Context: an optimization exercise on an open-source flow, tuned for small area, a short achievable clock period and few clock cycles. The choices shown serve that exercise and are no tape-out recipe. Where RTL was checked, it was by simulation tests only, not by an equivalence proof against the original. Power and IR drop assume default switching activity.

oak:
// ppm_p6_top
module ppm_p6_top
(
    input  logic        clk,
    input  logic        rst_n,
    input  logic        in_valid,
    output logic        in_stall,
    input  logic [7:0]  in_byte,
    input  logic        in_eos,
    output logic        out_valid,
    input  logic        out_stall,
    output logic [2:0]  out_kind,
    output logic [7:0]  out_red,
    output logic [7:0]  out_green,
    output logic [7:0]  out_blue,
    output logic [15:0] out_column,
    output logic [15:0] out_row,
    output logic [15:0] out_width,
    output logic [15:0] out_height,
    output logic        out_last,
    input  logic        cfg_write,
    input  logic        cfg_index,
    input  logic [15:0] cfg_data
);
==> flow/config.mk <==
export PLATFORM = sky130hd
export DESIGN_NAME = ppm_p6_top
export DESIGN_NICKNAME = ppm_p6_top
export VERILOG_FILES = /design/flow/design.v
export SDC_FILE = /design/flow/constraint.sdc
export NUM_CORES = 4
export LEC_CHECK = 0
export CAP_MARGIN = 20
export CORE_MARGIN = 2
export CORE_UTILIZATION = 40
export PLACE_DENSITY = 0.6
export SETUP_SLACK_MARGIN = 2.8
export SLEW_MARGIN = 20
==> flow/constraint.sdc <==
create_clock -name core_clock -period 5.0 [get_ports {clk}]
set_input_delay 1.0000 -clock core_clock [delete_from_list [all_inputs] [get_ports {clk}]]
set_output_delay 1.0000 -clock core_clock [all_outputs]
set_load 0.01 [all_outputs]
run.sh (not shown) runs the stock make flow with config.mk's settings and CLKGATE_MAP_FILE= SYNTH_SCRIPT=/design/flow/synth_recipe.tcl, a recipe that flattens the netlist after the stock synthesis.
oak ended with every stage complete and zero timing, DRC or antenna violations.
> inputs changed (oak -> maple)
diff --git a/flow/design.v b/flow/design.v
--- a/flow/design.v
+++ b/flow/design.v
@@ -124,21 +124,22 @@
     assign t_sign    = t_first && (c == CHAR_MINUS || c == CHAR_PLUS);
     assign t_close   = !eos && tokp && ir_sep;
     assign c_start   = !eos && skip && !comment_reg && ir_hash;
     assign c_end     = !eos && skip && comment_reg && (c == CHAR_NL);
     assign acc_digit = t_char && !t_sign && !stop_reg && ir_digit;
     assign acc_clear = eos || t_close;
     assign hdr_close = t_close && (tok_reg == 2'd3);
     assign pix_out   = !eos && pixp && (comp_reg == 2'd2);
-    assign col_last = (col_reg + 16'd1 == width_reg);
-    assign row_last = (row_reg + 16'd1 == height_reg);
     logic [15:0] acc_mul;
     logic        acc_big;
-    assign acc_mul = (col_reg << 3) + (col_reg << 1) + {12'd0, c[3:0]};
+    logic [15:0] acc_sum;
+    assign acc_sum = {col_reg[14:0], 1'b1} +
+                     {col_reg[12:0], c[2] | c[3], c[1] | c[3], c[3]};
+    assign acc_mul = {acc_sum[15:1], c[0]};
     assign acc_big = (col_reg > 16'd6553) || (col_reg == 16'd6553 && c[3:0] > 4'd5);
     logic        hdr_fmt;
     logic        hdr_size;
     logic        hdr_good;
     assign hdr_fmt  = (magic_reg != MAGIC_P6) || fmt_bad_reg || !digit_reg || neg_reg ||
                       ovf_reg || (col_reg != 16'd255);
     assign hdr_size = size_bad_reg || ir_wbad || ir_hbad;
     assign hdr_good = !hdr_fmt && !hdr_size;
@@ -229,32 +230,34 @@
     assign e_pix  = s_v ? s_pix  : ir_pix;
     assign e_hdr  = (e_kind == KIND_HEADER);
     assign adv    = o_free && (s_v ? s_pix : (pen && ir_pix));
     assign s_v_n  = (s_v || r_put) && !o_free;
     assign o_v_n  = o_free ? (s_v || r_put) : 1'b1;
     logic in_fire;
     logic ir_v_n;
     logic ns_d;
+    logic pix_d;
     assign in_fire = in_valid && !stall_reg;
     assign ir_v_n  = in_fire || (ir_v && !pen);
     assign ns_d    = in_fire ? ns_new : ir_ns;
+    assign pix_d   = in_fire ? pix_new : ir_pix;
     always_ff @(posedge clk or negedge rst_n)
     begin
         if (!rst_n)
         begin
             ir_v      <= 1'b0;
             stall_reg <= 1'b0;
             s_v       <= 1'b0;
             o_v       <= 1'b0;
         end
         else
         begin
             ir_v      <= ir_v_n;
-            stall_reg <= ir_v_n && ns_d && s_v_n;
+            stall_reg <= ir_v_n && ((ns_d && s_v_n) || (pix_d && s_v));
             s_v       <= s_v_n;
             o_v       <= o_v_n;
         end
     end
     always_ff @(posedge clk)
     begin
         if (!stall_reg)
         begin
@@ -381,16 +384,18 @@
         if (pen && t_close && tok_reg == 2'd1)
             width_reg <= col_reg;
         if (pen && t_close && tok_reg == 2'd2)
             height_reg <= col_reg;
         if (pen && ((pixp && comp_reg == 2'd0) || (hdr_close && ir_hash)))
             red_reg <= c;
         if (pen && pixp && comp_reg == 2'd1)
             green_reg <= c;
+        col_last <= (col_reg + 16'd1 == width_reg);
+        row_last <= (row_reg + 16'd1 == height_reg);
         if (pen && hdr_close)
             row_reg <= 16'd0;
         else if (adv && col_last)
             row_reg <= row_reg + 16'd1;
     end
     assign in_stall   = stall_reg;
     assign out_valid  = o_v;
     assign out_kind   = o_kind;
==> comparison <==
Re met2 wirelength from detailed routing: maple is 1.1 mm down on oak.
After detailed routing, oak needs more wire than maple.
Cell area reported after detailed placement was higher in the run labelled oak.
The timing-limited maximum frequency in maple is 1.3 times that in oak.
Combinational power share (maple over oak): increase, 5.7 points
Count of TritonRoute iterations in the first routing pass (maple over oak): decrease, 1
maple ended with less global-route usage than oak.
In the reports for oak and maple, the larger slew at the pin closest to its max-slew limit belongs to oak.
Of oak and maple, maple shows the lower via count of the first global-routing pass, with oak above it.
Between oak and maple, the sequential share of layout area is lower for oak.
oak has a higher synthesized cell count than maple.
maple vs oak: sequential fraction of the synthesis area up
Testbench counts of maple, summed over its fixed seeds: cycles 66,959.
Only the layout flow was run in oak; the RTL was not checked for function there.

-- what the ideal ports hide --
How much do the figures lean on ideal ports? The routed layouts below were timed once more, with nothing changed but the port constraints.
Step 1: set_driving_cell puts a clkbuf_16 on clk and a buf_2 on each other input, an assumption about the parent block.
Step 2, shift: input delay + t, output delay - t, t = (earliest + latest rising clock arrival at the registers) / 2. This alone moves slack from input paths to output paths.
a / b / c = ideal / step 1 / step 2; a / b = the first two.
run	t, ns	setup slack, ns	hold WS [ns]	clock arrival spread, ns	cell pins on the clock port's net
oak	0.620	2.036 / 2.036 / 1.740	0.491 / 0.491 / 0.491	0.032 / 0.032	1
maple	0.600	2.741 / 2.741 / 2.236	0.507 / 0.507 / 0.507	0.009 / 0.008	1
After both steps setup and hold are still met in every run listed. For maple, which loses most, drivers alone change the setup slack by 0.000 ns; drivers and shift together by -0.505 ns.
